Background: an optimization exercise with open tools, aiming at small area. Do not read the settings as production practice.
Function was checked by simulation only, so behaviour that the tests miss may differ from the original.
Power and IR drop assume default switching activity.

==> flow/config.mk <==
export PLATFORM = sky130hd
export DESIGN_NAME = bbox_overlay_mux
export DESIGN_NICKNAME = bbox_overlay_mux
export VERILOG_FILES = /design/flow/design.v
export SDC_FILE = /design/flow/constraint.sdc
export NUM_CORES = 4
export LEC_CHECK = 0
export ABC_AREA = 1
export CAP_MARGIN = 20
export CORE_MARGIN = 2
export CORE_UTILIZATION = 60
export PLACE_DENSITY = 0.7
export SLEW_MARGIN = 20
export BUFFER_PORTS_ARGS = -buffer_cell sky130_fd_sc_hd__buf_1
export CTS_ARGS = -sink_clustering_enable -repair_clock_nets -dont_use_dummy_load -buf_list sky130_fd_sc_hd__clkbuf_8 -sink_clustering_size 20 -sink_clustering_max_diameter 50
==> flow/constraint.sdc <==
create_clock -name core_clock -period 6.0 [get_ports {sys_clk}]
set_input_delay 1.2000 -clock core_clock [delete_from_list [all_inputs] [get_ports {sys_clk}]]
set_output_delay 1.2000 -clock core_clock [all_outputs]
set_load 0.01 [all_outputs]
==> flow/design.v <==
module bbox_overlay_mux #(
  parameter int H_PIXEL  = 1024,
  parameter int V_PIXEL  = 768,
  parameter int OBJ_NUM  = 16,
  parameter int LINE_W   = 2,
  parameter int MARGIN_X = 20,
  parameter int MARGIN_Y = 20
) (
  input  logic                     sys_clk,
  input  logic                     sys_rst_n,
  input  logic                     pre_wr_en,
  input  logic                     pre_hs,
  input  logic                     pre_vs,
  input  logic [OBJ_NUM*43-1:0]    pos_data,
  input  logic [15:0]              cam_data,
  input  logic [1:0]               mode,
  output logic [15:0]              fusion_rgb565,
  output logic [23:0]              fusion_rgb888,
  output logic                     fusion_hs,
  output logic                     fusion_vs,
  output logic                     fusion_wr_en,
  output logic [7:0]               obj_num,
  output logic                     frame_latch
);
  localparam logic [9:0] X_LAST = 10'(H_PIXEL - 1);
  localparam logic [9:0] Y_LAST = 10'(V_PIXEL - 1);
  function automatic logic le11(input logic [10:0] a, input logic [10:0] b);
    logic c;
    c = 1'b1;
    for (int k = 0; k < 11; k++) c = (b[k] & ~a[k]) | (c & (b[k] | ~a[k]));
    le11 = c;
  endfunction
  logic        vs_q;
  logic        vs_rise;
  logic [1:0]  shadow_mode;
  logic [OBJ_NUM-1:0] in_ok;             
  logic [4:0]  in_cnt;                   
  logic [4:0]  lat_cnt;                  
  logic [4:0]  sh_xminl [OBJ_NUM];       
  logic [4:0]  sh_xmaxl [OBJ_NUM];
  logic [OBJ_NUM-1:0] r_ok;
  logic [9:0]  r_ymin [OBJ_NUM];
  logic [9:0]  r_ymax [OBJ_NUM];
  logic [4:0]  r_xminh [OBJ_NUM];        
  logic [5:0]  r_xmaxh [OBJ_NUM];        
  logic [3:0]  scan;
  logic [9:0]  cnt_x;
  logic [9:0]  cnt_y;
  logic [9:0]  sx;
  logic        x_last, y_last;
  logic        adv;
  logic [9:0]  nx;          
  logic [9:0]  w0;          
  logic        gx, gy;
  logic [OBJ_NUM-1:0] xe0, xe1, xf0, xu;
  logic [OBJ_NUM-1:0] xa, xb;            
  logic [OBJ_NUM-1:0] arm_a, arm_b;
  logic [4:0]  s_xminh;
  logic [5:0]  s_xmaxh;
  logic        s_arm_a, s_arm_b;
  logic [OBJ_NUM-1:0] y_in, y_tb;
  logic [9:0]  s_ymin, s_ymax;
  logic        s_ok, s_in, s_tb;
  logic [OBJ_NUM-1:0] border_hit, inter_hit;
  logic        b_any, i_any;
  logic [2:0]  b_idx, i_idx;
  logic [1:0]  kind_c;
  logic [2:0]  idx_c;
  logic [15:0] cam_s1, cam_s2;
  logic [1:0]  kind_s1, kind_s2;         
  logic [2:0]  idx_s1, idx_s2;
  logic        hs_s1, wr_s1;
  assign vs_rise = pre_vs && !vs_q;
  always_comb begin
    in_cnt = '0;
    for (int i = 0; i < OBJ_NUM; i++) begin
      in_ok[i] = pos_data[43*i+42] &&
                 le11(pos_data[43*i+10 -: 11], pos_data[43*i+31 -: 11]) &&
                 le11({1'b0, pos_data[43*i+20 -: 10]}, {1'b0, pos_data[43*i+41 -: 10]});
      in_cnt = in_cnt + 5'(in_ok[i]);
    end
  end
  always_ff @(posedge sys_clk or negedge sys_rst_n) begin
    if (!sys_rst_n) begin
      vs_q        <= 1'b0;
      frame_latch <= 1'b0;
      shadow_mode <= 2'b00;
      obj_num     <= 8'd0;
    end else begin
      vs_q        <= pre_vs;
      frame_latch <= vs_rise;
      if (vs_rise)     shadow_mode <= mode;
      if (frame_latch) obj_num <= {3'b000, lat_cnt};
    end
  end
  always_ff @(posedge sys_clk) begin
    lat_cnt <= in_cnt;
    if (vs_rise) begin
      for (int i = 0; i < OBJ_NUM; i++) begin
        sh_xminl[i] <= pos_data[43*i+4 -: 5];
        sh_xmaxl[i] <= pos_data[43*i+25 -: 5];
      end
    end
  end
  always_ff @(posedge sys_clk or negedge sys_rst_n) begin
    if (!sys_rst_n) begin
      r_ok <= '0;
      scan <= '0;
    end else begin
      scan <= vs_rise ? 4'd0 : scan + 4'd1;
      for (int i = 0; i < OBJ_NUM; i++)
        r_ok[i] <= vs_rise ? (in_ok[i] && !pos_data[43*i+10]) : r_ok[(i + 1) % OBJ_NUM];
    end
  end
  always_ff @(posedge sys_clk) begin
    for (int i = 0; i < OBJ_NUM; i++) begin
      r_ymin[i] <= ~(vs_rise ? pos_data[43*i+20 -: 10] : r_ymin[(i + 1) % OBJ_NUM]);
      r_ymax[i] <= ~(vs_rise ? pos_data[43*i+41 -: 10] : r_ymax[(i + 1) % OBJ_NUM]);
      r_xminh[i] <= ~(vs_rise ? pos_data[43*i+9 -: 5] : r_xminh[(i + 1) % OBJ_NUM]);
      r_xmaxh[i] <= ~(vs_rise ? pos_data[43*i+31 -: 6] : r_xmaxh[(i + 1) % OBJ_NUM]);
    end
  end
  assign x_last = (cnt_x == X_LAST);
  assign y_last = (cnt_y == Y_LAST);
  assign sx     = cnt_x + 10'd1;
  assign adv    = pre_wr_en && !vs_rise;
  assign nx     = vs_rise ? 10'd0 : (pre_wr_en ? sx : cnt_x);
  assign w0     = nx + 10'd1;
  always_ff @(posedge sys_clk or negedge sys_rst_n) begin
    if (!sys_rst_n) begin
      cnt_x <= '0;
      cnt_y <= '0;
    end else if (vs_rise) begin
      cnt_x <= '0;
      cnt_y <= '0;
    end else if (pre_wr_en) begin
      cnt_x <= sx;
      if (x_last) cnt_y <= y_last ? 10'd0 : cnt_y + 10'd1;
    end
  end
  assign gx = (cnt_x >= 10'(MARGIN_X)) && (cnt_x < 10'(H_PIXEL - MARGIN_X));
  assign gy = (cnt_y >= 10'(MARGIN_Y)) && (cnt_y < 10'(V_PIXEL - MARGIN_Y));
  always_comb begin
    s_ok   = r_ok[0] && gy;
    s_ymin = scan[0] ? r_ymin[0] : ~r_ymin[0];
    s_ymax = scan[0] ? r_ymax[0] : ~r_ymax[0];
    s_in   = s_ok && (s_ymin <= cnt_y) && (cnt_y <= s_ymax);
    s_tb   = s_ok && (((s_ymin <= cnt_y) && ({1'b0, cnt_y} <= {1'b0, s_ymin} + 11'd1)) ||
                      (({1'b0, cnt_y} + 11'd1 >= {1'b0, s_ymax}) && (cnt_y <= s_ymax)));
    s_xminh = scan[0] ? r_xminh[0] : ~r_xminh[0];
    s_xmaxh = scan[0] ? r_xmaxh[0] : ~r_xmaxh[0];
    s_arm_a = ({s_xminh, sh_xminl[scan][4]} == w0[9:4]) ||
              ({s_xminh, sh_xminl[scan][4]} == w0[9:4] + 6'd1);
    s_arm_b = !s_xmaxh[5] && (({s_xmaxh[4:0], sh_xmaxl[scan][4]} == w0[9:4]) ||
                              ({s_xmaxh[4:0], sh_xmaxl[scan][4]} == w0[9:4] + 6'd1));
  end
  always_ff @(posedge sys_clk) begin
    for (int i = 0; i < OBJ_NUM; i++) begin
      if (scan == 4'(i)) begin
        y_in[i]  <= s_in;
        y_tb[i]  <= s_tb;
        arm_a[i] <= s_arm_a;
        arm_b[i] <= s_arm_b;
      end
    end
  end
  always_comb begin
    for (int i = 0; i < OBJ_NUM; i++) begin
      xa[i] = arm_a[i] && (sh_xminl[i] == sx[4:0]);
      xb[i] = arm_b[i] && (sh_xmaxl[i] == sx[4:0]);
    end
  end
  always_ff @(posedge sys_clk) begin
    if (adv) begin
      xe0 <= xa;
      xe1 <= xe0;
      xf0 <= xb;
      xu  <= ((xu & {OBJ_NUM{!x_last}}) | xa) & ~xb;
    end
  end
  always_comb begin
    for (int i = 0; i < OBJ_NUM; i++) begin
      border_hit[i] = (y_in[i] && (xe0[i] | xe1[i] | xf0[i] | xb[i])) ||
                      ((xu[i] | xf0[i]) && y_tb[i]);
      inter_hit[i]  = xu[i] && !xe0[i] && y_in[i] && !y_tb[i];
    end
  end
  always_comb begin
    b_any = gx && (|border_hit);
    i_any = gx && (|inter_hit);
    b_idx = 3'd0;
    i_idx = 3'd0;
    for (int i = OBJ_NUM - 1; i >= 0; i--) begin
      if (border_hit[i]) b_idx = 3'(i);
      if (inter_hit[i])  i_idx = 3'(i);
    end
  end
  always_comb begin
    kind_c = 2'd0;
    idx_c  = 3'd0;
    case (shadow_mode)
      2'b01: if (b_any) kind_c = 2'd1;
      2'b10: if (b_any) begin kind_c = 2'd1; idx_c = b_idx; end
      2'b11: begin
        if (b_any) begin
          kind_c = 2'd1; idx_c = b_idx;
        end else if (i_any) begin
          kind_c = 2'd2; idx_c = i_idx;
        end
      end
      default: ;
    endcase
  end
  always_ff @(posedge sys_clk or negedge sys_rst_n) begin
    if (!sys_rst_n) begin
      cam_s1  <= '0;
      kind_s1 <= '0;
      idx_s1  <= '0;
      hs_s1   <= 1'b0;
      wr_s1   <= 1'b0;
      cam_s2  <= '0;
      kind_s2 <= '0;
      idx_s2  <= '0;
      fusion_hs    <= 1'b0;
      fusion_vs    <= 1'b0;
      fusion_wr_en <= 1'b0;
    end else begin
      cam_s1  <= cam_data;
      kind_s1 <= kind_c;
      idx_s1  <= idx_c;
      hs_s1   <= pre_hs;
      wr_s1   <= pre_wr_en;
      cam_s2  <= cam_s1;
      kind_s2 <= kind_s1;
      idx_s2  <= idx_s1;
      fusion_hs    <= hs_s1;
      fusion_vs    <= vs_q;
      fusion_wr_en <= wr_s1;
    end
  end
  logic [23:0] cam888, pal, pix;
  always_comb begin
    cam888 = {cam_s2[15:11], cam_s2[15:13], cam_s2[10:5], cam_s2[10:9], cam_s2[4:0], cam_s2[4:2]};
    case (idx_s2)
      3'd0:    pal = 24'hFF0000;
      3'd1:    pal = 24'h00FF00;
      3'd2:    pal = 24'h0000FF;
      3'd3:    pal = 24'hFFFF00;
      3'd4:    pal = 24'hFF00FF;
      3'd5:    pal = 24'h00FFFF;
      3'd6:    pal = 24'hFFFFFF;
      default: pal = 24'hFF8000;
    endcase
    case (kind_s2)
      2'd1:    pix = pal;
      2'd2: begin
        pix[23:16] = {1'b0, cam888[23:17]} + {1'b0, pal[23:17]};
        pix[15:8]  = {1'b0, cam888[15:9]}  + {1'b0, pal[15:9]};
        pix[7:0]   = {1'b0, cam888[7:1]}   + {1'b0, pal[7:1]};
      end
      default: pix = cam888;
    endcase
  end
  assign fusion_rgb888 = pix;
  assign fusion_rgb565 = {pix[23:19], pix[15:10], pix[7:3]};
endmodule
==> flow/flow/run.sh <==
#!/bin/bash
# Layout flow: the standard ORFS flow (standard.sh, unchanged synthesis)
# with two layout settings changed:
#  - port buffers use the smallest buffer cell (buf_1) instead of the
#    default pick; every input and output port still gets its own buffer
#  - clock tree built from clkbuf_8 cells with 20-sink clusters and no
#    dummy loads
set -o pipefail
cat >> config.mk <<'EOC'
export BUFFER_PORTS_ARGS = -buffer_cell sky130_fd_sc_hd__buf_1
export CTS_ARGS = -sink_clustering_enable -repair_clock_nets -dont_use_dummy_load -buf_list sky130_fd_sc_hd__clkbuf_8 -sink_clustering_size 20 -sink_clustering_max_diameter 50
EOC
bash standard.sh > standard.log 2>&1
==> flow/standard.sh <==
#!/bin/bash
# synth_recipe.tcl (not shown) runs the flow's synth.tcl, then flattens the netlist and writes it again
# the make line also repeats each setting of config.mk as NAME=value (left out here)
make -C /OpenROAD-flow-scripts/flow DESIGN_CONFIG=/design/flow/config.mk WORK_HOME=/design/flow/orfs CLKGATE_MAP_FILE= SYNTH_SCRIPT=/design/flow/synth_recipe.tcl "${@:-finish}"
==> results of run 1 <==
==> cell usage in the layout (no fill, tap or decap), types with 90 or more instances in the layout <==
| cell | netlist | layout |
|---|---|---|
| nand2_1 | 885 | 885 |
| a21oi_1 | 90 | 90 |
| nor2_1 | 187 | 187 |
| dfxtp_1 | 501 | 501 |
| edfxtp_1 | 288 | 288 |
| nand3_1 | 155 | 155 |
| inv_1 | 532 | 532 |
| o21ai_0 | 394 | 394 |
| buf_1 | 22 | 758 |
| mux2i_1 | 245 | 245 |
| dfrtp_1 | 96 | 94 |
==> area by class of cell <==
type / instances / area, µm² / share of cell area
Sequential cell: 885 / 21100 / 0.480
Multi-Input combinational cell: 2616 / 15300 / 0.349
Timing Repair Buffer: 789 / 3130 / 0.0712
Clock buffer: 85 / 1170 / 0.0266
Antenna cell: 34 / 85.1 / 0.00194
Tap cell: 855 / 1070 / 0.0244
Inverter: 545 / 2050 / 0.0466
==> flip-flops by register name (all words and copies together) (netlist names), 3 cells and up <==
name      count
xe1          16
cam_s2       16
r_xminh      80
cam_s1       16
r_xmaxh      96
y_tb         16
cnt_x        10
idx_s1        3
arm_b        16
r_ymax      160
r_ymin      160
y_in         16
scan          4
cnt_y        10
r_ok         16
sh_xminl     80
sh_xmaxl     80
xu           16
lat_cnt       5
arm_a        16
obj_num       5
idx_s2        3
xf0          16
xe0          16
==> logic make-up (layout without fill, tap and decap cells) <==
kind of cell               Yosys count  after routing  synth area share
DFF                                885            885             0.539
muxes                              250            250            0.0642
adders and majority gates           96             96            0.0329
AOI/OAI and AO/OA                  749            749             0.115
xor gates and xnor gates           144            144            0.0333
and+or+nand+nor                   1374           1374             0.147
buffers and inverters              683           1419            0.0689
other                                1             37         0.0000959
==> layer usage <==
layer	wire, µm	global-route usage	share of wire	up-vias
met5	185	0	0.0014	-
li1	-	-	-	15448
met2	63800	0.646	0.49	1399
met3	11100	0.0853	0.085	310
met4	6090	0.175	0.046	28
met1	49900	0.463	0.38	15245
==> per-stage QoR <==
| stage | setup TNS [ns] | hold slack (ns) | setup WS (ns) | total power [mW] | std cells |
|---|---|---|---|---|---|
| after floorplan | 0 | 0.331 | 0.462 | 8.59 | 4184 |
| after global placement | 0 | 0.332 | 0.0701 | 9.55 | 5690 |
| after detailed placement | -0.183 | 0.336 | -0.0760 | 9.58 | 5690 |
| after CTS | 0 | 0.316 | 0.679 | 12.7 | 5775 |
| after global routing | 0 | 0.324 | 0.294 | 13.2 | 5795 |
| final | 0 | 0.312 | 0.623 | 12.7 | 5809 |
==> where the power goes <==
part	internal [mW]	switching (mW)
Combinational	0.803	1.49
Sequential	6.90	0.323
Clock	1.26	1.93
Total	8.96	3.75
==> worst max-delay path, stage by stage <==
cell and delay, ns:
buf_1 0.09, inv_1 0.06, nor2_1 0.09, a31oi_1 0.06
o21ai_0 0.22, maj3_1 0.19, o21ai_0 0.08, nand3_1 0.17
nand3_1 0.09, o211ai_1 0.12, o221ai_1 0.15, nand3_1 0.09
a21boi_0 0.08, buf_4 0.16, fa_1 0.57, inv_1 0.07
fa_1 0.50, inv_1 0.05, fa_1 0.52, inv_1 0.05
fa_1 0.42, inv_1 0.07, ha_1 0.18, inv_1 0.07
fa_1 0.45, xnor2_1 0.14
==> final timing paths <==
check | start | end | slack (ns) | depth (start not counted)
setup / recovery | pos_data[646] | lat_cnt[2]$_DFF_P_ | 0.62 | 26
hold / removal | cam_s1[15]$_DFF_PN0_ | cam_s2[15]$_DFF_PN0_ | 0.31 | 0
setup reg to reg | cnt_x[0]$_DFF_PN0_ | arm_a[5]$_DFFE_PN_ | 1.82 | 17
hold reg to reg | cam_s1[15]$_DFF_PN0_ | cam_s2[15]$_DFF_PN0_ | 0.31 | 0
max in group asynchronous | sys_rst_n | scan[0]$_DFF_PN0_ | 4.23 | 2
min in group asynchronous | sys_rst_n | cam_s2[15]$_DFF_PN0_ | 0.55 | 1
==> impl_metrics.yaml, run 1 <==
run_status:
  status: "timing/DRC/antenna clean"
clock_network:
  clockRootBuffer: "clkbuf_8"
  cts_tree: "done"
  insertion_delay_ns: 0.71
  cts_resized: 0
  ctsHtreeMaxLevel: 3
  cts-buffers-inserted: 85
  clk_pin_slew_ns: 0.09
  hold_buffers: 0
  cts.path.max_buffers: 3
  post-cts-setup-buffers: 0
  cts_sinks: 885
timing:
  finalSetupViolations: 0
  min_period_over_period: 0.896
  slew_viol_final: 0
  fmax_ghz: 0.186
  fin_worst_skew_ns: 0.0770
  tightest_slew_ns: 1.26
  finalHoldViolCount: 0
  slew_headroom: 0.160
  fin_crit_ns: 5.38
  rsz0062_at_grt: "no"
place:
  gp_congestion: 1.03
  dpl_cell_area_mm2: 0.0427
  numPortBuffers: 759
  dpl.hpwl_um: 105000
synthesis:
  synth.top_cells.by_count: "885 x nand2_1, 532 x inv_1, 501 x dfxtp_1"
  synth-edff-count: 288
  synth.distinct_cells: 73
  synth_top_area_cell: "dfxtp_1"
  netlist_instances: 4182
  netlist_area_mm2: 0.0391
  synth.avg_cell_area_um2: 9.35
  yosysSeqAreaShare: 0.539
  synth-warning-count: 7
  post-synth-top-count-cell: "nand2_1"
  synth_flop_cell: "dfxtp_1"
  synth-async-reset-ratio: 0.108
  yosysTopAreaCellShare: 0.257
  ys_ff_latch: 885
  synth_area_leaders: "dfxtp_1 26%, edfxtp_1 22%, nand2_1 8.5%"
critical_path:
  start_kind: "input port"
  cp.required_ns: 6.59
  critPathKind: "in -> reg"
  crit_arrival_ns: 5.97
  cp_max_fo: 2
  crit_path_end_kind: "flop"
min_path:
  hold_class: "reg -> reg"
floorplanning:
  die_x_um: 259
  ioPinCount: 763
  design.die.area_mm2: 0.0672
  row_count: 93
  die_y_um: 259
  start_util: 0.606
  core_area_mm2: 0.0645
global_routing:
  grt_pass1_wl_um: 188000
  grt_max_degree: 218
  grt_pass1_vias: 30892
  grt_overflow: 0
  antenna_found_initial: 47
  grt_usage: 0.381
finish:
  area_growth_pct: 12.3
  fillers: 5408
  final_util: 0.681
  drive_gt1_frac: 0.0374
  layout.nets: 5724
  final_area_mm2: 0.0439
drt:
  wl_per_cell_um: 22.6
  vias_per_cell: 5.58
  firstDrtPassIters: 9
  vias: 32430
  drtIter0Drc: 3190
  drt-total-wl_um: 131000
  drc: 0
  final_antenna_net_count: 0
power:
  ir_drop_uv: 233
  power_density_mw_per_mm2: 289
  p_leak_nw: 18.7
job:
  cap_violations: 0
==> run 2, diff against run 1 <==
--- a/flow/design.v
+++ b/flow/design.v
@@ -39,6 +39,7 @@
   logic [4:0]  sh_xminl [OBJ_NUM];       
   logic [4:0]  sh_xmaxl [OBJ_NUM];
   logic [OBJ_NUM-1:0] r_ok;
+  logic        list_ok;                  
   logic [9:0]  r_ymin [OBJ_NUM];
   logic [9:0]  r_ymax [OBJ_NUM];
   logic [4:0]  r_xminh [OBJ_NUM];        
@@ -103,14 +104,13 @@
     end
   end
   always_ff @(posedge sys_clk or negedge sys_rst_n) begin
-    if (!sys_rst_n) begin
-      r_ok <= '0;
-      scan <= '0;
-    end else begin
-      scan <= vs_rise ? 4'd0 : scan + 4'd1;
-      for (int i = 0; i < OBJ_NUM; i++)
-        r_ok[i] <= vs_rise ? (in_ok[i] && !pos_data[43*i+10]) : r_ok[(i + 1) % OBJ_NUM];
-    end
+    if (!sys_rst_n)   list_ok <= 1'b0;
+    else if (vs_rise) list_ok <= 1'b1;
+  end
+  always_ff @(posedge sys_clk) begin
+    scan <= vs_rise ? 4'd0 : scan + 4'd1;
+    for (int i = 0; i < OBJ_NUM; i++)
+      r_ok[i] <= vs_rise ? (in_ok[i] && !pos_data[43*i+10]) : r_ok[(i + 1) % OBJ_NUM];
   end
   always_ff @(posedge sys_clk) begin
     for (int i = 0; i < OBJ_NUM; i++) begin
@@ -126,11 +126,8 @@
   assign adv    = pre_wr_en && !vs_rise;
   assign nx     = vs_rise ? 10'd0 : (pre_wr_en ? sx : cnt_x);
   assign w0     = nx + 10'd1;
-  always_ff @(posedge sys_clk or negedge sys_rst_n) begin
-    if (!sys_rst_n) begin
-      cnt_x <= '0;
-      cnt_y <= '0;
-    end else if (vs_rise) begin
+  always_ff @(posedge sys_clk) begin
+    if (vs_rise) begin
       cnt_x <= '0;
       cnt_y <= '0;
     end else if (pre_wr_en) begin
@@ -186,8 +183,8 @@
     end
   end
   always_comb begin
-    b_any = gx && (|border_hit);
-    i_any = gx && (|inter_hit);
+    b_any = list_ok && gx && (|border_hit);
+    i_any = list_ok && gx && (|inter_hit);
     b_idx = 3'd0;
     i_idx = 3'd0;
     for (int i = OBJ_NUM - 1; i >= 0; i--) begin
@@ -213,30 +210,28 @@
   end
   always_ff @(posedge sys_clk or negedge sys_rst_n) begin
     if (!sys_rst_n) begin
-      cam_s1  <= '0;
-      kind_s1 <= '0;
-      idx_s1  <= '0;
+      kind_s1 <= 2'd3;
       hs_s1   <= 1'b0;
       wr_s1   <= 1'b0;
-      cam_s2  <= '0;
-      kind_s2 <= '0;
-      idx_s2  <= '0;
+      kind_s2 <= 2'd3;
       fusion_hs    <= 1'b0;
       fusion_vs    <= 1'b0;
       fusion_wr_en <= 1'b0;
     end else begin
-      cam_s1  <= cam_data;
       kind_s1 <= kind_c;
-      idx_s1  <= idx_c;
       hs_s1   <= pre_hs;
       wr_s1   <= pre_wr_en;
-      cam_s2  <= cam_s1;
       kind_s2 <= kind_s1;
-      idx_s2  <= idx_s1;
       fusion_hs    <= hs_s1;
       fusion_vs    <= vs_q;
       fusion_wr_en <= wr_s1;
     end
+  end
+  always_ff @(posedge sys_clk) begin
+    cam_s1 <= cam_data;
+    idx_s1 <= idx_c;
+    cam_s2 <= cam_s1;
+    idx_s2 <= idx_s1;
   end
   logic [23:0] cam888, pal, pix;
   always_comb begin
@@ -258,7 +253,8 @@
         pix[15:8]  = {1'b0, cam888[15:9]}  + {1'b0, pal[15:9]};
         pix[7:0]   = {1'b0, cam888[7:1]}   + {1'b0, pal[7:1]};
       end
-      default: pix = cam888;
+      2'd0:    pix = cam888;
+      default: pix = '0;
     endcase
   end
   assign fusion_rgb888 = pix;
==> flow/flow/run.sh (replaced) <==
#!/bin/bash
# Layout flow: the standard ORFS flow (standard.sh, unchanged synthesis)
# with two layout settings changed:
#  - port buffers use the smallest buffer cell (buf_1) instead of the
#    default pick; every input and output port still gets its own buffer
#  - clock tree built from clkbuf_8 cells with clusters of up to 30 sinks within 40 um and no
#    dummy loads
set -o pipefail
cat >> config.mk <<'EOC'
export BUFFER_PORTS_ARGS = -buffer_cell sky130_fd_sc_hd__buf_1
export CTS_ARGS = -sink_clustering_enable -repair_clock_nets -dont_use_dummy_load -buf_list sky130_fd_sc_hd__clkbuf_8 -sink_clustering_size 30 -sink_clustering_max_diameter 40
EOC
bash standard.sh > standard.log 2>&1
--- a/flow/config.mk
+++ b/flow/config.mk
@@ -12,4 +12,4 @@
 export PLACE_DENSITY = 0.7
 export SLEW_MARGIN = 20
 export BUFFER_PORTS_ARGS = -buffer_cell sky130_fd_sc_hd__buf_1
-export CTS_ARGS = -sink_clustering_enable -repair_clock_nets -dont_use_dummy_load -buf_list sky130_fd_sc_hd__clkbuf_8 -sink_clustering_size 20 -sink_clustering_max_diameter 50
+export CTS_ARGS = -sink_clustering_enable -repair_clock_nets -dont_use_dummy_load -buf_list sky130_fd_sc_hd__clkbuf_8 -sink_clustering_size 30 -sink_clustering_max_diameter 40
==> run 2 against run 1 <==
  * Still clean
  * Core utilization up 0.45 points
  * Worst hold slack worse by 0.018 ns
  * Final cell count up 0.60%
  * Sequential cell count rose by 1
  * Clock-buffer cell count increased by 26
  * Clock skew grew 0.0031 ns
  * Critical endpoint unchanged
==> impl_metrics.yaml, run 2 <==
timing:
  slew_viol_final: 0
  tightest_slew_ns: 1.10
  min_period_over_period: 0.888
  finalHoldViolCount: 0
  fin_worst_skew_ns: 0.0801
  fin_crit_ns: 5.33
  finalSetupViolations: 0
  rsz0062_at_grt: "no"
  slew_headroom: 0.264
  fmax_ghz: 0.188
power:
  power_mw: 13.4
  power.share.combinational: 0.192
  power_density_mw_per_mm2: 305
  swShare: 0.299
  p_sw_mw: 4.02
  seqPwrFrac: 0.540
  power.clock.fraction: 0.268
  ir_drop_uv: 196
  internal_power_mw: 9.43
  p_leak_nw: 18.6
drt:
  drt-total-wl_um: 132000
  firstDrtPassIters: 5
  drc: 0
  final_antenna_net_count: 0
  wl_per_cell_um: 22.5
  vias: 32591
  drtIter0Drc: 3129
  vias_per_cell: 5.58
clock_network:
  cts_tree: "done"
  post-cts-setup-buffers: 0
  insertion_delay_ns: 0.74
  cts.path.max_buffers: 3
  clk_pin_slew_ns: 0.09
  cts-buffers-inserted: 111
  hold_buffers: 0
  cts_sinks: 886
  clockRootBuffer: "clkbuf_8"
  cts_resized: 0
  ctsHtreeMaxLevel: 3
place:
  numPortBuffers: 759
  gp_congestion: 0.996
  dpl_cell_area_mm2: 0.0424
  dpl.hpwl_um: 105000
synthesis:
  synth-async-reset-ratio: 0.0214
  netlist_area_mm2: 0.0388
  ys_ff_latch: 886
  yosysSeqAreaShare: 0.534
  post-synth-top-count-cell: "nand2_1"
  synth_top_area_cell: "dfxtp_1"
  synth.distinct_cells: 71
  synth-warning-count: 7
  synth.top_cells.by_count: "883 x nand2_1, 579 x dfxtp_1, 522 x inv_1"
  synth_area_leaders: "dfxtp_1 30%, edfxtp_1 22%, nand2_1 8.5%"
  synth.avg_cell_area_um2: 9.27
  synth-edff-count: 288
  yosysTopAreaCellShare: 0.298
  synth_flop_cell: "dfxtp_1"
  netlist_instances: 4189
floorplanning:
  die_x_um: 258
  die_y_um: 258
  row_count: 93
  start_util: 0.605
  ioPinCount: 763
  design.die.area_mm2: 0.0668
  core_area_mm2: 0.0642
finish:
  layout.nets: 5755
  final_cell_mix: "883 x nand2_1, 758 x buf_1, 577 x dfxtp_1"
  final_area_mm2: 0.0441
  top_regs: "r_ymax: 160 flops, r_ymin: 160 flops, r_xmaxh: 96 flops"
  fillers: 5445
  area_growth_pct: 13.4
  drive_gt1_frac: 0.0470
  final_common_cell: "nand2_1"
global_routing:
  grt_overflow: 0
  antenna_found_initial: 54
  grt_max_degree: 211
  grt_usage: 0.383
  grt_pass1_vias: 30847
  grt_pass1_wl_um: 188000
critical_path:
  start_kind: "input port"
  cp_max_fo: 2
  crit_path_end_kind: "flop"
  cp_top_family: "adder cells"
  cp.required_ns: 6.63
  crit_arrival_ns: 5.96
  worst-path-buf-inv: 5
  critPathKind: "in -> reg"
  max_stage_delay_ns: 0.60
  crit_path_top_delay_cell: "fa_1"
min_path:
  hold_class: "reg -> reg"
run_status:
  status: "timing/DRC/antenna clean"
job:
  cap_violations: 0
-- run 2: final timing paths --
kind | slack (ns) | depth (start not counted) | endpoint | start
min in group asynchronous | 0.53 | 1 | obj_num[1]$_DFFE_PN0P_ | sys_rst_n
max in group asynchronous | 4.94 | 1 | list_ok$_DFFE_PN0P_ | sys_rst_n
max | 0.67 | 25 | lat_cnt[2]$_DFF_P_ | pos_data[646]
max reg2reg | 1.64 | 19 | arm_b[10]$_DFFE_PN_ | cnt_x[0]$_DFF_P_
min reg2reg | 0.29 | 0 | cam_s2[2]$_DFF_P_ | cam_s1[2]$_DFF_P_
min | 0.29 | 0 | cam_s2[2]$_DFF_P_ | cam_s1[2]$_DFF_P_
-- run 2: stage by stage --
step	instances	util	worst slack, ns	TNS (ns)	hold slack (ns)
3_3_place_gp	5697	0.661	-0.0306	-0.0306	0.310
6_report	5844	0.686	0.671	0	0.294
2_1_floorplan	4191	-	0.147	0	0.310
4_1_cts	5808	0.684	0.708	0	0.294
5_1_grt	5827	0.685	0.359	0	0.294
3_5_place_dp	5697	0.661	-0.0490	-0.0621	0.314
-- run 2: power groups by stage --
| stage | logic [mW] | registers [mW] | clock network (mW) |
|---|---|---|---|
| 6_report | 2.58 | 7.26 | 3.61 |
| 5_1_grt | 2.84 | 7.29 | 3.86 |
| 4_1_cts | 2.55 | 7.24 | 3.63 |
| 3_5_place_dp | 2.54 | 7.36 | 0 |
| 3_3_place_gp | 2.49 | 7.36 | 0 |
| 2_1_floorplan | 1.64 | 7.19 | 0 |
-- run 2: cell families (layout without fill, tap and decap cells) --
group	count (synthesis)	in the layout	synth area share
mux	246	246	0.0636
compound gates	761	761	0.118
fa+ha+maj	91	91	0.0317
buf+inv	672	1434	0.0684
xor+xnor	146	146	0.0333
flops	886	886	0.534
other cells	1	39	0.0000966
simple gates	1386	1386	0.151
-- run 2: area by class of cell --
| class | instances | area [µm²] | share of cell area |
|---|---|---|---|
| Sequential cell | 886 | 20700 | 0.470 |
| Multi-Input combinational cell | 2633 | 15500 | 0.352 |
| Timing Repair Buffer | 793 | 3160 | 0.0716 |
| Inverter | 530 | 1990 | 0.0452 |
| Clock buffer | 111 | 1530 | 0.0347 |
| Tap cell | 855 | 1070 | 0.0243 |
| Antenna cell | 36 | 90.1 | 0.00204 |
-- run 2: layer usage --
layer  GRT usage  wire length (µm)
met5           0               285
met4       0.187              6560
met3       0.100             12400
met2       0.650             63300
met1       0.452             49300
==> run 3, diff against run 2 <==
==> flow/flow/run.sh (replaced) <==
#!/bin/bash
# Layout flow: the standard ORFS flow (standard.sh, unchanged synthesis)
# with two layout settings changed:
#  - port buffers use the smallest buffer cell (buf_1) instead of the
#    default pick; every input and output port still gets its own buffer
#  - clock tree built from clkbuf_4 cells with clusters of up to 10 sinks within 30 um and no
#    dummy loads
set -o pipefail
cat >> config.mk <<'EOC'
export BUFFER_PORTS_ARGS = -buffer_cell sky130_fd_sc_hd__buf_1
export CTS_ARGS = -sink_clustering_enable -repair_clock_nets -dont_use_dummy_load -buf_list sky130_fd_sc_hd__clkbuf_4 -sink_clustering_size 10 -sink_clustering_max_diameter 30
EOC
bash standard.sh > standard.log 2>&1
--- a/flow/config.mk
+++ b/flow/config.mk
@@ -12,4 +12,4 @@
 export PLACE_DENSITY = 0.7
 export SLEW_MARGIN = 20
 export BUFFER_PORTS_ARGS = -buffer_cell sky130_fd_sc_hd__buf_1
-export CTS_ARGS = -sink_clustering_enable -repair_clock_nets -dont_use_dummy_load -buf_list sky130_fd_sc_hd__clkbuf_8 -sink_clustering_size 30 -sink_clustering_max_diameter 40
+export CTS_ARGS = -sink_clustering_enable -repair_clock_nets -dont_use_dummy_load -buf_list sky130_fd_sc_hd__clkbuf_4 -sink_clustering_size 10 -sink_clustering_max_diameter 30
==> run 3 against run 2 <==
  * Sequential power barely moved
  * Synthesized cell count unchanged
  * Routed wire length hardly changed
  * Synthesized area did not move
  * Highest routed layer unchanged
==> impl_metrics.yaml, run 3 <==
synthesis:
  post-synth-top-count-cell: "nand2_1"
  synth-warning-count: 7
  synth_top_area_cell: "dfxtp_1"
  synth.top_cells.by_count: "883 x nand2_1, 579 x dfxtp_1, 522 x inv_1"
  yosysSeqAreaShare: 0.534
  synth-async-reset-ratio: 0.0214
  synth.avg_cell_area_um2: 9.27
  netlist_area_mm2: 0.0388
  synth-edff-count: 288
  yosysTopAreaCellShare: 0.298
  synth.distinct_cells: 71
  netlist_instances: 4189
  synth_area_leaders: "dfxtp_1 30%, edfxtp_1 22%, nand2_1 8.5%"
  synth_flop_cell: "dfxtp_1"
  ys_ff_latch: 886
drt:
  vias: 32859
  drtIter0Drc: 3234
  vias_per_cell: 5.57
  wl_per_cell_um: 22.3
  drc: 0
  final_antenna_net_count: 0
  drt-total-wl_um: 132000
  route.met3.wl_um: 12700
  highest_layer: "met5"
  wl_met1_um: 49200
  routed-wl-met2_um: 63300
  firstDrtPassIters: 6
power:
  power_density_mw_per_mm2: 297
  ir_drop_uv: 234
  p_leak_nw: 18.5
job:
  cap_violations: 0
place:
  dpl.hpwl_um: 105000
  numPortBuffers: 759
  gp_congestion: 0.996
  placedCellCount: 5697
  post-place-ws_ns: -0.0490
floorplanning:
  ioPinCount: 763
  design.die.area_mm2: 0.0668
  die_x_um: 258
  die_y_um: 258
  start_util: 0.605
  core_area_mm2: 0.0642
  row_count: 93
global_routing:
  grt_max_degree: 211
  grt_usage: 0.386
  grt_overflow: 0
  grt_pass1_vias: 30981
  antenna_found_initial: 61
  grt_pass1_wl_um: 188000
clock_network:
  clk_pin_slew_ns: 0.10
  cts_tree: "done"
  hold_buffers: 0
  cts.path.max_buffers: 3
  cts_sinks: 886
  cts-buffers-inserted: 157
  cts_resized: 0
  insertion_delay_ns: 1.06
  clockRootBuffer: "clkbuf_4"
  ctsHtreeMaxLevel: 4
  post-cts-setup-buffers: 0
run_status:
  status: "timing/DRC/antenna clean"
finish:
  final_common_cell: "nand2_1"
  top_regs: "r_ymax: 160 flops, r_ymin: 160 flops, r_xmaxh: 96 flops"
  drive_gt1_frac: 0.0558
  final_cell_mix: "883 x nand2_1, 758 x buf_1, 577 x dfxtp_1"
  layout.nets: 5801
  area_growth_pct: 12.6
  final_cells: 5902
  final_util: 0.681
critical_path:
  critPathKind: "in -> reg"
  crit_arrival_ns: 5.91
  start_kind: "input port"
  crit_path_end_kind: "flop"
  cp_max_fo: 2
  cp.required_ns: 6.88
min_path:
  hold_class: "in -> async"
timing:
  setup_slack_ns: 0.966
  finalSetupViolations: 0
  min_period_over_period: 0.839
  tightest_slew_ns: 1.15
  fin_worst_skew_ns: 0.123
  fin_crit_ns: 5.03
  slew_headroom: 0.234
  hold_ws_ns: 0.230
  finalHoldViolCount: 0
  slew_viol_final: 0
  fmax_ghz: 0.199
  rsz0062_at_grt: "no"
## run 3: cell counts after synthesis
Identical to the previous run, type by type.
## run 3: final timing paths
check / cells past startpoint / start / end / slack, ns
setup / recovery: 26 / pos_data[646] / lat_cnt[4]$_DFF_P_ / 0.97
max in group asynchronous: 1 / sys_rst_n / frame_latch$_DFF_PN0_ / 5.19
hold reg to reg: 0 / cam_s1[2]$_DFF_P_ / cam_s2[2]$_DFF_P_ / 0.29
setup reg to reg: 19 / cnt_x[0]$_DFF_P_ / arm_b[6]$_DFFE_PN_ / 1.71
hold / removal: 1 / sys_rst_n / obj_num[3]$_DFFE_PN0P_ / 0.23
min in group core_clock: 1 / cam_data[13] / cam_s1[13]$_DFF_P_ / 0.25
## run 3: final cells by class
class / instances / area, µm²
sequential: 886 / 20700
fill: 5555 / 20500
multi-input combinational: 2633 / 15500
timing repair buffer: 793 / 3160
inverter: 530 / 1990
clock buffer: 157 / 1180
tap: 855 / 1070
antenna: 48 / 120
## run 3: per-stage QoR
step | power [mW] | cell area (µm²) | setup TNS, ns
after floorplan | 8.83 | 38900 | 0
after global placement | 9.85 | 42400 | -0.0306
after detailed placement | 9.89 | 42400 | -0.0621
after CTS | 13.0 | 43600 | 0
after global routing | 13.6 | 43700 | 0
final | 13.0 | 43700 | 0
## run 3: power breakdown
group	switching [mW]	internal [mW]	leakage [nW]	total, mW
clock	1.97	1.19	0.723	3.16
sequential	0.345	6.91	7.79	7.25
combinational	1.68	0.890	9.96	2.57
## run 3: kinds of logic (layout without fill, tap and decap cells)
group / count (synthesis) / after routing / share of synthesized area
and+or+nand+nor: 1386 / 1386 / 0.151
DFF: 886 / 886 / 0.534
AOI/OAI and AO/OA: 761 / 761 / 0.118
buffers and inverters: 672 / 1480 / 0.0684
muxes: 246 / 246 / 0.0636
xor gates and xnor gates: 146 / 146 / 0.0333
adders and majority gates: 91 / 91 / 0.0317
other: 1 / 51 / 0.0000966
## run 3: worst max-delay path, cell delays in order
cell and delay (ns):
buf_1 0.09, inv_1 0.07, nand2_1 0.05, a31oi_1 0.13, o21ai_0 0.12, a21oi_1 0.14, a21oi_1 0.08, o21ai_0 0.09
nand3_1 0.11, a22oi_1 0.14, o21ai_0 0.10, o21ai_0 0.11, nand3_1 0.09, o21ai_0 0.11, nand2_1 0.21, fa_1 0.59
inv_1 0.06, fa_1 0.50, inv_1 0.06, fa_1 0.49, fa_1 0.49, inv_1 0.05, ha_1 0.21, fa_1 0.46
nand2_1 0.07, a21boi_0 0.07
## run 3: routing by layer
metal | GRT usage | up-vias
li1 | - | 15724
met2 | 0.650 | 1470
met5 | 0 | -
met1 | 0.455 | 15285
met4 | 0.189 | 44
met3 | 0.106 | 336
==> run 4, diff against run 3 <==
--- a/flow/config.mk
+++ b/flow/config.mk
@@ -8,8 +8,8 @@
 export ABC_AREA = 1
 export CAP_MARGIN = 20
 export CORE_MARGIN = 2
-export CORE_UTILIZATION = 60
-export PLACE_DENSITY = 0.7
+export CORE_UTILIZATION = 75
+export PLACE_DENSITY = 0.8
 export SLEW_MARGIN = 20
 export BUFFER_PORTS_ARGS = -buffer_cell sky130_fd_sc_hd__buf_1
 export CTS_ARGS = -sink_clustering_enable -repair_clock_nets -dont_use_dummy_load -buf_list sky130_fd_sc_hd__clkbuf_4 -sink_clustering_size 10 -sink_clustering_max_diameter 30
==> run 4 against run 3 <==
  * Register-to-register slack worse by 0.04 ns
  * Sequential share of layout area up 0.45 points
  * Non-clock buffer count down 10
  * Largest power group unchanged
  * Critical path depth down 9
  * Synthesized area unchanged
  * Combinational power up 2%
  * Clock skew down 0.034 ns
  * Clock power down 3%
  * Highest routed layer unchanged
==> impl_metrics.yaml, run 4 <==
timing:
  fmax_ghz: 0.183
  fin_crit_ns: 5.46
  slew_viol_final: 0
  rsz0062_at_grt: "no"
  finalHoldViolCount: 0
  slew_headroom: 0.272
  tightest_slew_ns: 1.09
  min_period_over_period: 0.911
  setup_tns_ns: 0
  fin_worst_skew_ns: 0.0893
  setup_slack_ns: 0.536
  finalSetupViolations: 0
finish:
  final_area_mm2: 0.0433
  area_growth_pct: 11.6
  final_cell_mix: "883 x nand2_1, 759 x buf_1, 577 x dfxtp_1"
  final_common_cell: "nand2_1"
  layout.nets: 5777
  drive_gt1_frac: 0.0511
  top_regs: "r_ymax: 160 flops, r_ymin: 160 flops, r_xmaxh: 96 flops"
floorplanning:
  design.die.area_mm2: 0.0536
  row_count: 83
  start_util: 0.757
  die_y_um: 232
  core_area_mm2: 0.0513
  die_x_um: 232
  ioPinCount: 763
clock_network:
  hold_buffers: 0
  clockRootBuffer: "clkbuf_4"
  cts.path.max_buffers: 3
  insertion_delay_ns: 1.08
  clk_pin_slew_ns: 0.11
  post-cts-setup-buffers: 0
  ctsHtreeMaxLevel: 4
  cts_sinks: 886
  cts-buffers-inserted: 143
  cts_resized: 0
  cts_tree: "done"
place:
  numPortBuffers: 759
  dpl_cell_area_mm2: 0.0421
  gp_congestion: 1.02
  post-place-ws_ns: -0.0886
  dpl.hpwl_um: 103000
synthesis:
  synth_top_area_cell: "dfxtp_1"
  ys_ff_latch: 886
  synth-edff-count: 288
  synth-async-reset-ratio: 0.0214
  synth-warning-count: 7
  yosysTopAreaCellShare: 0.298
  synth.distinct_cells: 71
  yosysSeqAreaShare: 0.534
  post-synth-top-count-cell: "nand2_1"
  synth_flop_cell: "dfxtp_1"
  netlist_area_mm2: 0.0388
  netlist_instances: 4189
  synth_area_leaders: "dfxtp_1 30%, edfxtp_1 22%, nand2_1 8.5%"
  synth.avg_cell_area_um2: 9.27
  synth.top_cells.by_count: "883 x nand2_1, 579 x dfxtp_1, 522 x inv_1"
critical_path:
  cp_top_family: "simple AND/OR/NAND/NOR gates"
  cp_max_fo: 8
  crit_arrival_ns: 4.26
  cp.required_ns: 4.80
  worst-path-buf-inv: 5
  critPathMostFrequentCell: "inv_1"
  start_kind: "flop"
  crit_path_top_delay_cell: "fa_1"
  max_stage_delay_ns: 0.44
  crit_chain: "nand2_1 > inv_1 > or2_2 > nand2_1 > inv_1 > ha_1 > fa_1 > inv_1 > o31ai_1 > inv_1 > nor2_1 > o21ai_0 > nand2_1 > a21oi_1 > o21ai_0 > nand3_1 > buf_1"
  crit_path_end_kind: "output pin"
  critPathKind: "reg -> out"
drt:
  drc: 0
  firstDrtPassIters: 12
  vias_per_cell: 6.14
  final_antenna_net_count: 0
  drt-total-wl_um: 134000
  wl_per_cell_um: 23.5
  vias: 35075
  drtIter0Drc: 4165
power:
  power_mw: 13.0
  power_density_mw_per_mm2: 299
  p_leak_nw: 18.4
  ir_drop_uv: 233
global_routing:
  grt_pass1_vias: 34002
  grt_pass1_wl_um: 192000
  antenna_found_initial: 56
  grt_max_degree: 181
  grt_overflow: 0
  grt_usage: 0.489
job:
  cap_violations: 0
min_path:
  hold_class: "in -> async"
run_status:
  status: "timing/DRC/antenna clean"
==> run 4: cell counts after synthesis <==
Identical to the previous run, type by type.
==> run 4: final cells by class <==
type / instances / area (µm²)
Antenna cell: 56 / 140
Timing Repair Buffer: 783 / 3050
Sequential cell: 886 / 20700
Fill cell: 2977 / 7980
Multi-Input combinational cell: 2633 / 15500
Clock buffer: 143 / 1070
Inverter: 530 / 1990
Tap cell: 680 / 851
==> run 4: worst paths after layout <==
check | from | end | slack (ns) | depth (start not counted)
max | idx_s2[1]$_DFF_P_ | fusion_rgb565[9] | 0.54 | 17
min | sys_rst_n | obj_num[1]$_DFFE_PN0P_ | 0.16 | 2
max reg2reg | scan[0]$_SDFF_PP0_ | y_tb[2]$_DFFE_PP_ | 1.67 | 15
min reg2reg | cam_s1[8]$_DFF_P_ | cam_s2[8]$_DFF_P_ | 0.28 | 0
max in group asynchronous | sys_rst_n | fusion_vs$_DFF_PN0_ | 5.49 | 2
min in group core_clock | cam_data[12] | cam_s1[12]$_DFF_P_ | 0.20 | 1
==> run 4: through the flow <==
stage,hold slack [ns],std cells,util
floorplan,0.310,4191,-
global placement,0.311,5511,0.820
detailed placement,0.312,5511,0.820
CTS,0.118,5654,0.841
global route,0.182,5687,0.843
finish,0.161,5711,0.844
==> run 4: logic make-up after synthesis <==
kind of cell / share of synthesized area
compound gates: 0.118
fa+ha+maj: 0.0317
mux: 0.0636
xor+xnor: 0.0333
other cells: 0.0000966
buf+inv: 0.0684
flops: 0.534
simple gates: 0.151
==> run 4: power by group <==
group / leakage (nW) / internal (mW) / switching (mW)
Clock: 0.658 / 1.09 / 1.96
Combinational: 9.90 / 0.882 / 1.74
Sequential: 7.79 / 6.91 / 0.370
Total: 18.4 / 8.88 / 4.07
==> run 4: routing by layer <==
layer,GRT usage,routed length [µm],vias up
met2,0.772,60500,2619
li1,-,-,15705
met3,0.177,18100,797
met4,0.394,12400,24
met1,0.532,43400,15930
met5,0,157,-
==> run 5, diff against run 4 <==
--- a/flow/design.v
+++ b/flow/design.v
@@ -33,9 +33,10 @@
   logic        vs_q;
   logic        vs_rise;
   logic [1:0]  shadow_mode;
-  logic [OBJ_NUM-1:0] in_ok;             
-  logic [4:0]  in_cnt;                   
-  logic [4:0]  lat_cnt;                  
+  logic [OBJ_NUM-1:0] l_xmin10;          
+  logic [OBJ_NUM-1:0] l_cnt_ok;          
+  logic [OBJ_NUM-1:0] l_draw_ok;         
+  logic [4:0]  l_cnt;
   logic [4:0]  sh_xminl [OBJ_NUM];       
   logic [4:0]  sh_xmaxl [OBJ_NUM];
   logic [OBJ_NUM-1:0] r_ok;
@@ -73,12 +74,13 @@
   logic        hs_s1, wr_s1;
   assign vs_rise = pre_vs && !vs_q;
   always_comb begin
-    in_cnt = '0;
-    for (int i = 0; i < OBJ_NUM; i++) begin
-      in_ok[i] = pos_data[43*i+42] &&
-                 le11(pos_data[43*i+10 -: 11], pos_data[43*i+31 -: 11]) &&
-                 le11({1'b0, pos_data[43*i+20 -: 10]}, {1'b0, pos_data[43*i+41 -: 10]});
-      in_cnt = in_cnt + 5'(in_ok[i]);
+    l_cnt = '0;
+    for (int i = 0; i < OBJ_NUM; i++) begin
+      l_cnt_ok[i]  = r_ok[i] &&
+                     le11({l_xmin10[i], ~r_xminh[i], sh_xminl[i]}, {r_xmaxh[i], sh_xmaxl[i]}) &&
+                     le11({1'b0, ~r_ymin[i]}, {1'b0, r_ymax[i]});
+      l_draw_ok[i] = l_cnt_ok[i] && !l_xmin10[i];
+      l_cnt = l_cnt + 5'(l_cnt_ok[i]);
     end
   end
   always_ff @(posedge sys_clk or negedge sys_rst_n) begin
@@ -91,11 +93,11 @@
       vs_q        <= pre_vs;
       frame_latch <= vs_rise;
       if (vs_rise)     shadow_mode <= mode;
-      if (frame_latch) obj_num <= {3'b000, lat_cnt};
-    end
-  end
-  always_ff @(posedge sys_clk) begin
-    lat_cnt <= in_cnt;
+      if (frame_latch) obj_num <= {3'b000, l_cnt};
+    end
+  end
+  always_ff @(posedge sys_clk) begin
+    for (int i = 0; i < OBJ_NUM; i++) l_xmin10[i] <= pos_data[43*i+10];
     if (vs_rise) begin
       for (int i = 0; i < OBJ_NUM; i++) begin
         sh_xminl[i] <= pos_data[43*i+4 -: 5];
@@ -110,14 +112,15 @@
   always_ff @(posedge sys_clk) begin
     scan <= vs_rise ? 4'd0 : scan + 4'd1;
     for (int i = 0; i < OBJ_NUM; i++)
-      r_ok[i] <= vs_rise ? (in_ok[i] && !pos_data[43*i+10]) : r_ok[(i + 1) % OBJ_NUM];
+      r_ok[i] <= vs_rise     ? pos_data[43*i+42] :
+                 frame_latch ? l_draw_ok[(i + 1) % OBJ_NUM] : r_ok[(i + 1) % OBJ_NUM];
   end
   always_ff @(posedge sys_clk) begin
     for (int i = 0; i < OBJ_NUM; i++) begin
       r_ymin[i] <= ~(vs_rise ? pos_data[43*i+20 -: 10] : r_ymin[(i + 1) % OBJ_NUM]);
-      r_ymax[i] <= ~(vs_rise ? pos_data[43*i+41 -: 10] : r_ymax[(i + 1) % OBJ_NUM]);
+      r_ymax[i] <= vs_rise ? pos_data[43*i+41 -: 10] : ~r_ymax[(i + 1) % OBJ_NUM];
       r_xminh[i] <= ~(vs_rise ? pos_data[43*i+9 -: 5] : r_xminh[(i + 1) % OBJ_NUM]);
-      r_xmaxh[i] <= ~(vs_rise ? pos_data[43*i+31 -: 6] : r_xmaxh[(i + 1) % OBJ_NUM]);
+      r_xmaxh[i] <= vs_rise ? pos_data[43*i+31 -: 6] : ~r_xmaxh[(i + 1) % OBJ_NUM];
     end
   end
   assign x_last = (cnt_x == X_LAST);
@@ -140,12 +143,12 @@
   always_comb begin
     s_ok   = r_ok[0] && gy;
     s_ymin = scan[0] ? r_ymin[0] : ~r_ymin[0];
-    s_ymax = scan[0] ? r_ymax[0] : ~r_ymax[0];
+    s_ymax = scan[0] ? ~r_ymax[0] : r_ymax[0];
     s_in   = s_ok && (s_ymin <= cnt_y) && (cnt_y <= s_ymax);
     s_tb   = s_ok && (((s_ymin <= cnt_y) && ({1'b0, cnt_y} <= {1'b0, s_ymin} + 11'd1)) ||
                       (({1'b0, cnt_y} + 11'd1 >= {1'b0, s_ymax}) && (cnt_y <= s_ymax)));
     s_xminh = scan[0] ? r_xminh[0] : ~r_xminh[0];
-    s_xmaxh = scan[0] ? r_xmaxh[0] : ~r_xmaxh[0];
+    s_xmaxh = scan[0] ? ~r_xmaxh[0] : r_xmaxh[0];
     s_arm_a = ({s_xminh, sh_xminl[scan][4]} == w0[9:4]) ||
               ({s_xminh, sh_xminl[scan][4]} == w0[9:4] + 6'd1);
     s_arm_b = !s_xmaxh[5] && (({s_xmaxh[4:0], sh_xmaxl[scan][4]} == w0[9:4]) ||
--- a/flow/config.mk
+++ b/flow/config.mk
@@ -8,8 +8,8 @@
 export ABC_AREA = 1
 export CAP_MARGIN = 20
 export CORE_MARGIN = 2
-export CORE_UTILIZATION = 75
-export PLACE_DENSITY = 0.8
+export CORE_UTILIZATION = 60
+export PLACE_DENSITY = 0.7
 export SLEW_MARGIN = 20
 export BUFFER_PORTS_ARGS = -buffer_cell sky130_fd_sc_hd__buf_1
 export CTS_ARGS = -sink_clustering_enable -repair_clock_nets -dont_use_dummy_load -buf_list sky130_fd_sc_hd__clkbuf_4 -sink_clustering_size 10 -sink_clustering_max_diameter 30
==> run 5 against run 4 <==
  * Clock skew is 0.011 ns higher
  * Power is 4.5% higher
  * Final cell count is 4.9% higher
  * Sequential power is 3.0% higher
  * Non-clock buffer count is 1 higher
  * Critical endpoint is now obj_num[2]$_DFFE_PN0P_
  * Clock power is 7.5% higher
  * Highest routed layer unchanged
==> impl_metrics.yaml, run 5 <==
run_status:
  status: "timing/DRC/antenna clean"
clock_network:
  clockRootBuffer: "clkbuf_4"
  ctsHtreeMaxLevel: 4
  cts_resized: 0
  cts.path.max_buffers: 3
  cts_tree: "done"
  insertion_delay_ns: 1.05
  post-cts-setup-buffers: 0
  cts-buffers-inserted: 165
  clk_pin_slew_ns: 0.10
  hold_buffers: 0
  cts_sinks: 897
synthesis:
  yosysTopAreaCellShare: 0.304
  synth.avg_cell_area_um2: 9.04
  synth.distinct_cells: 73
  post-synth-top-count-cell: "nand2_1"
  netlist_instances: 4296
  synth_area_leaders: "dfxtp_1 30%, edfxtp_1 22%, nand2_1 9.2%"
  ys_ff_latch: 897
  yosysSeqAreaShare: 0.539
  synth-edff-count: 288
  synth_flop_cell: "dfxtp_1"
  synth-async-reset-ratio: 0.0212
  netlist_area_mm2: 0.0389
  synth-warning-count: 7
  synth.top_cells.by_count: "956 x nand2_1, 590 x dfxtp_1, 503 x o21ai_0"
  synth_top_area_cell: "dfxtp_1"
floorplanning:
  row_count: 93
  die_x_um: 258
  core_area_mm2: 0.0642
  start_util: 0.605
  die_y_um: 258
  design.die.area_mm2: 0.0668
  ioPinCount: 763
drt:
  wl_per_cell_um: 22.2
  final_antenna_net_count: 0
  vias_per_cell: 5.63
  drc: 0
  firstDrtPassIters: 8
  drt-total-wl_um: 133000
  vias: 33753
  drtIter0Drc: 3246
timing:
  finalSetupViolations: 0
  slew_headroom: 0.221
  tightest_slew_ns: 1.17
  fin_crit_ns: 5.40
  setup_tns_ns: 0
  min_period_over_period: 0.901
  fin_worst_skew_ns: 0.101
  slew_viol_final: 0
  finalHoldViolCount: 0
  fmax_ghz: 0.185
  rsz0062_at_grt: "no"
finish:
  final_common_cell: "nand2_1"
  layout.nets: 5894
  top_regs: "r_ymax: 160 flops, r_ymin: 160 flops, r_xmaxh: 96 flops"
  area_growth_pct: 12.4
  drive_gt1_frac: 0.0526
  final_cell_mix: "956 x nand2_1, 759 x buf_1, 589 x dfxtp_1"
critical_path:
  crit_arrival_ns: 6.28
  startpoint: "sh_xminl[13][1]$_DFFE_PP_"
  endpoint: "obj_num[2]$_DFFE_PN0P_"
  crit_path_top_delay_cell: "fa_1"
  critPathMostFrequentCell: "inv_1"
  r2r-end: "obj_num[2]$_DFFE_PN0P_"
  cp.required_ns: 6.88
  max_stage_delay_ns: 0.53
  reg2reg_depth: 29
  cp_max_fo: 3
  start_kind: "flop"
  rrSetupSlack_ns: 0.60
  critPathKind: "reg -> reg"
  crit_path_end_kind: "flop"
  rr_startpoint: "sh_xminl[13][1]$_DFFE_PP_"
global_routing:
  grt_max_degree: 182
  antenna_found_initial: 64
  grt_usage: 0.390
  grt_overflow: 0
  grt_pass1_vias: 32234
  grt_pass1_wl_um: 192000
power:
  power_density_mw_per_mm2: 310
  seqPwrFrac: 0.554
  ir_drop_uv: 177
  power.share.combinational: 0.203
  power_mw: 13.5
  power.clock.fraction: 0.242
  swShare: 0.318
  p_sw_mw: 4.30
  p_leak_nw: 18.2
  internal_power_mw: 9.23
place:
  gp_congestion: 0.985
  numPortBuffers: 759
  dpl.hpwl_um: 105000
min_path:
  hold_class: "in -> async"
job:
  cap_violations: 0
run 5: changes by cell type after synthesis, sizes merged, moves of 26 or more:
cell,before,now
o22ai,47,73
o21ai,411,509
nand2,894,969
inv,528,501
nor2,181,229
a21oi,74,122
mux2i,241,148
nand3,166,120
clkbuf,75,102
run 5: metal layers:
layer,GRT usage,share of wire,up-vias
met1,0.447,0.37,15663
met4,0.210,0.051,50
met5,0,0.0024,-
met3,0.130,0.10,399
met2,0.647,0.48,1507
li1,-,-,16134
run 5: worst min-delay path by stage:
stage                     depth (start not counted)  slack (ns)         startpoint                end
after global placement                            0        0.31  cam_s1[7]$_DFF_P_  cam_s2[7]$_DFF_P_
final                                             2        0.19          sys_rst_n    wr_s1$_DFF_PN0_
after CTS                                         2        0.09          sys_rst_n    wr_s1$_DFF_PN0_
after floorplan                                   0        0.31  cam_s1[0]$_DFF_P_  cam_s2[0]$_DFF_P_
after global routing                              2        0.11          sys_rst_n    wr_s1$_DFF_PN0_
after detailed placement                          0        0.31  cam_s1[9]$_DFF_P_  cam_s2[9]$_DFF_P_
run 5: cell type report:
class / instances / area (µm²)
multi-input combinational: 2743 / 15300
antenna: 46 / 115
sequential: 897 / 20900
clock buffer: 165 / 1240
inverter: 503 / 1910
tap: 855 / 1070
timing repair buffer: 784 / 3070
fill: 5522 / 20600
run 5: worst max-delay path, delay by kind of cell, from the launching register on:
kind                       cells  cell delay (ns)
buffers and inverters          7             0.43
and+or+nand+nor                7             0.63
AOI/OAI and AO/OA              9             1.24
DFF                            1             0.40
adders and majority gates      6             2.55
run 5: metrics by stage:
stage          setup WS (ns)  hold slack (ns)  area [µm²]  cells   util
4_1_cts                0.622           0.0933       43600   5946  0.678
3_3_place_gp           0.743            0.310       42300   5781  0.659
5_1_grt                0.155            0.111       43600   5975  0.679
6_report               0.596            0.188       43700   5993  0.680
2_1_floorplan          0.114            0.310       38900   4298      -
3_5_place_dp           0.678            0.313       42300   5781  0.659
run 5: cells by family after synthesis:
group	share of synthesized area
adders and majority gates	0.0312
muxes	0.0381
buffers and inverters	0.0673
xor gates and xnor gates	0.0269
DFF	0.539
and+or+nand+nor	0.152
AOI/OAI and AO/OA	0.145
other	0.0000965
run 5: power groups by stage:
stage                     logic [mW]  registers, mW  clock network (mW)
after floorplan                 1.86           7.39                   0
after global placement          2.68           7.60                   0
after detailed placement        2.72           7.61                   0
after CTS                       2.73           7.48                3.32
after global routing            3.07           7.56                3.57
final                           2.75           7.50                3.28
==> run 6, diff against run 5 <==
--- a/flow/config.mk
+++ b/flow/config.mk
@@ -8,8 +8,8 @@
 export ABC_AREA = 1
 export CAP_MARGIN = 20
 export CORE_MARGIN = 2
-export CORE_UTILIZATION = 60
-export PLACE_DENSITY = 0.7
+export CORE_UTILIZATION = 75
+export PLACE_DENSITY = 0.8
 export SLEW_MARGIN = 20
 export BUFFER_PORTS_ARGS = -buffer_cell sky130_fd_sc_hd__buf_1
 export CTS_ARGS = -sink_clustering_enable -repair_clock_nets -dont_use_dummy_load -buf_list sky130_fd_sc_hd__clkbuf_4 -sink_clustering_size 10 -sink_clustering_max_diameter 30
==> run 6 against run 5 <==
  * Final cell count is 2.9% lower
  * Register-to-register slack hardly changed
  * Critical path depth stayed put
  * Combinational power is 3% higher
  * Routed wire length is 1.5% higher
  * Critical endpoint unchanged
==> impl_metrics.yaml, run 6 <==
run_status:
  status: "timing/DRC/antenna clean"
synthesis:
  netlist_area_mm2: 0.0389
  synth_area_leaders: "dfxtp_1 30%, edfxtp_1 22%, nand2_1 9.2%"
  synthAdderAreaFrac: 0.0312
  netlist_instances: 4296
  synth.distinct_cells: 73
  synth_xor_area_frac: 0.0269
  synth-edff-count: 288
  muxShareOfSynthArea: 0.0381
  synth_compound_area_frac: 0.145
  synth-warning-count: 7
  ys_ff_latch: 897
  post-synth-top-count-cell: "nand2_1"
  yosysSeqAreaShare: 0.539
  synth_top_area_cell: "dfxtp_1"
  yosys.area_share.simple: 0.152
  synth.avg_cell_area_um2: 9.04
  synth-async-reset-ratio: 0.0212
  synth_flop_cell: "dfxtp_1"
  yosysTopAreaCellShare: 0.304
  synth.top_cells.by_count: "956 x nand2_1, 590 x dfxtp_1, 503 x o21ai_0"
  synth_top_family_by_area: "simple AND/OR/NAND/NOR gates"
finish:
  top_regs: "r_ymax: 160 flops, r_ymin: 160 flops, r_xmaxh: 96 flops"
  final_cells: 5818
  layout.nets: 5871
  final_area_mm2: 0.0434
  drive_gt1_frac: 0.0483
  final_common_cell: "nand2_1"
  fillers: 3125
  final_cell_mix: "956 x nand2_1, 759 x buf_1, 589 x dfxtp_1"
  area_growth_pct: 11.6
floorplanning:
  start_util: 0.757
  die_y_um: 232
  design.die.area_mm2: 0.0536
  die_x_um: 232
  core_area_mm2: 0.0513
  row_count: 83
  ioPinCount: 763
drt:
  vias: 36008
  drc: 0
  drtIter0Drc: 5160
  vias_per_cell: 6.19
  wl_per_cell_um: 23.2
  firstDrtPassIters: 9
  final_antenna_net_count: 0
  drt-total-wl_um: 135000
critical_path:
  reg2reg_depth: 29
  crit_path_top_delay_cell: "fa_1"
  cp_max_fo: 3
  max_stage_delay_ns: 0.49
  critPathKind: "reg -> reg"
  start_kind: "flop"
  crit_path_end_kind: "flop"
  rr_startpoint: "sh_xminl[13][1]$_DFFE_PP_"
  r2r-end: "obj_num[2]$_DFFE_PN0P_"
  rrSetupSlack_ns: 0.59
  critPathMostFrequentCell: "inv_1"
  startpoint: "sh_xminl[13][1]$_DFFE_PP_"
  cp.required_ns: 6.93
  crit_arrival_ns: 6.34
clock_network:
  insertion_delay_ns: 1.08
  ctsHtreeMaxLevel: 4
  clockRootBuffer: "clkbuf_4"
  cts_resized: 0
  cts_tree: "done"
  hold_buffers: 0
  cts-buffers-inserted: 151
  clk_pin_slew_ns: 0.10
  cts.path.max_buffers: 3
  cts_sinks: 897
  post-cts-setup-buffers: 0
global_routing:
  antenna_found_initial: 74
  grt_overflow: 0
  grt_pass1_vias: 33620
  grt_max_degree: 242
  grt_usage: 0.491
  grt_pass1_wl_um: 193000
timing:
  fin_crit_ns: 5.41
  setup_tns_ns: 0
  finalSetupViolations: 0
  fmax_ghz: 0.185
  slew_viol_final: 0
  rsz0062_at_grt: "no"
  finalHoldViolCount: 0
  slew_headroom: 0.148
  min_period_over_period: 0.902
  tightest_slew_ns: 1.28
  fin_worst_skew_ns: 0.0882
job:
  cap_violations: 0
place:
  dpl_cell_area_mm2: 0.0420
  numPortBuffers: 759
  placedCellCount: 5598
  dpl.hpwl_um: 103000
  gp_congestion: 1.05
power:
  power_mw: 13.5
  internal_power_mw: 9.13
  power.share.combinational: 0.210
  swShare: 0.324
  power_density_mw_per_mm2: 312
  seqPwrFrac: 0.556
  p_leak_nw: 18.1
  ir_drop_uv: 262
  p_sw_mw: 4.38
  power.clock.fraction: 0.233
min_path:
  hold_class: "in -> async"
run 6: critical path, delay by kind of cell (launching register included):
family,cells,cell delay [ns]
adders and majority gates,6,2.29
AOI/OAI and AO/OA,9,1.32
and+or+nand+nor,7,0.67
buffers and inverters,7,0.58
DFF,1,0.43
run 6: cell families after synthesis:
group | count (synthesis)
flops | 897
buf+inv | 658
mux | 148
fa+ha+maj | 89
other cells | 1
compound gates | 953
simple gates | 1434
xor+xnor | 116
run 6: metrics by stage:
| stage | hold WS (ns) | util | setup slack (ns) |
|---|---|---|---|
| after floorplan | 0.310 | - | 0.114 |
| after global placement | 0.311 | 0.820 | 0.856 |
| after detailed placement | 0.312 | 0.820 | 0.689 |
| after CTS | 0.130 | 0.842 | 0.625 |
| after global routing | 0.176 | 0.844 | 0.212 |
| final | 0.175 | 0.845 | 0.591 |
run 6: worst max path at each step:
stage | cells after the start | to
2_1_floorplan | 7 | xe0[0]$_DFFE_PP_
3_3_place_gp | 28 | obj_num[2]$_DFFE_PN0P_
3_5_place_dp | 28 | obj_num[2]$_DFFE_PN0P_
4_1_cts | 13 | fusion_rgb565[14]
5_1_grt | 29 | obj_num[2]$_DFFE_PN0P_
6_report | 29 | obj_num[2]$_DFFE_PN0P_
run 6: final cells by class:
cell class | count | area, µm² | share of cell area
flip-flops and latches | 897 | 20900 | 0.483
multi-input cells | 2743 | 15300 | 0.354
repair buffers | 775 | 3020 | 0.0696
inverters | 503 | 1910 | 0.0440
clock buffers | 151 | 1130 | 0.0261
well taps | 680 | 851 | 0.0196
diodes | 69 | 173 | 0.00398
run 6: metal layers:
layer	global-route usage	up-vias	wire, µm	share of wire
met4	0.347	42	11400	0.084
li1	-	16103	-	-
met1	0.551	16351	44100	0.33
met3	0.188	789	18900	0.14
met2	0.770	2723	60500	0.45
met5	0	-	282	0.0021
run 6: power by group through the flow:
stage	logic, mW	registers [mW]	clock network, mW
2_1_floorplan	1.86	7.39	0
3_5_place_dp	2.72	7.60	0
5_1_grt	3.10	7.55	3.39
4_1_cts	2.75	7.47	3.12
6_report	2.84	7.52	3.15
3_3_place_gp	2.63	7.57	0

[what the ideal ports hide]
In the flow no input, the clock included, has a driving cell. The finished layouts below were timed again as built, in two steps.
Step 1 (the two cells are an assumption about what drives the block):
set clk [get_ports {sys_clk}]
set_driving_cell -lib_cell sky130_fd_sc_hd__clkbuf_16 $clk
set_driving_cell -lib_cell sky130_fd_sc_hd__buf_2 [delete_from_list [all_inputs] $clk]
Step 2 adds t to the input delays and takes it off the output delays; t is the mean of the earliest and latest rising clock arrival at the registers after step 1. Input paths then give back, and output paths get back, about the clock's delay inside the block.
a / b / c = ideal ports / drivers / drivers and shift; a / b = the first two.
| run | t, ns | setup WS [ns] | worst register clock-pin slew, ns |
|---|---|---|---|
| run 1 | 0.732 | 0.623 / 0.650 / -0.082 | 0.12 / 0.12 |
| run 2 | 0.773 | 0.671 / 0.714 / -0.059 | 0.11 / 0.11 |
| run 3 | 1.062 | 0.966 / 0.993 / -0.058 | 0.11 / 0.11 |
| run 4 | 1.098 | 0.536 / 0.468 / -0.386 | 0.11 / 0.11 |
| run 5 | 1.068 | 0.596 / 0.596 / 0.596 | 0.10 / 0.10 |
| run 6 | 1.097 | 0.591 / 0.591 / 0.591 | 0.11 / 0.11 |
Met with ideal ports but missed after step 2: setup timing in run 1, run 2, run 3 and run 4. For run 3, which loses most, drivers alone change the setup slack by +0.027 ns; drivers and shift together by -1.024 ns.
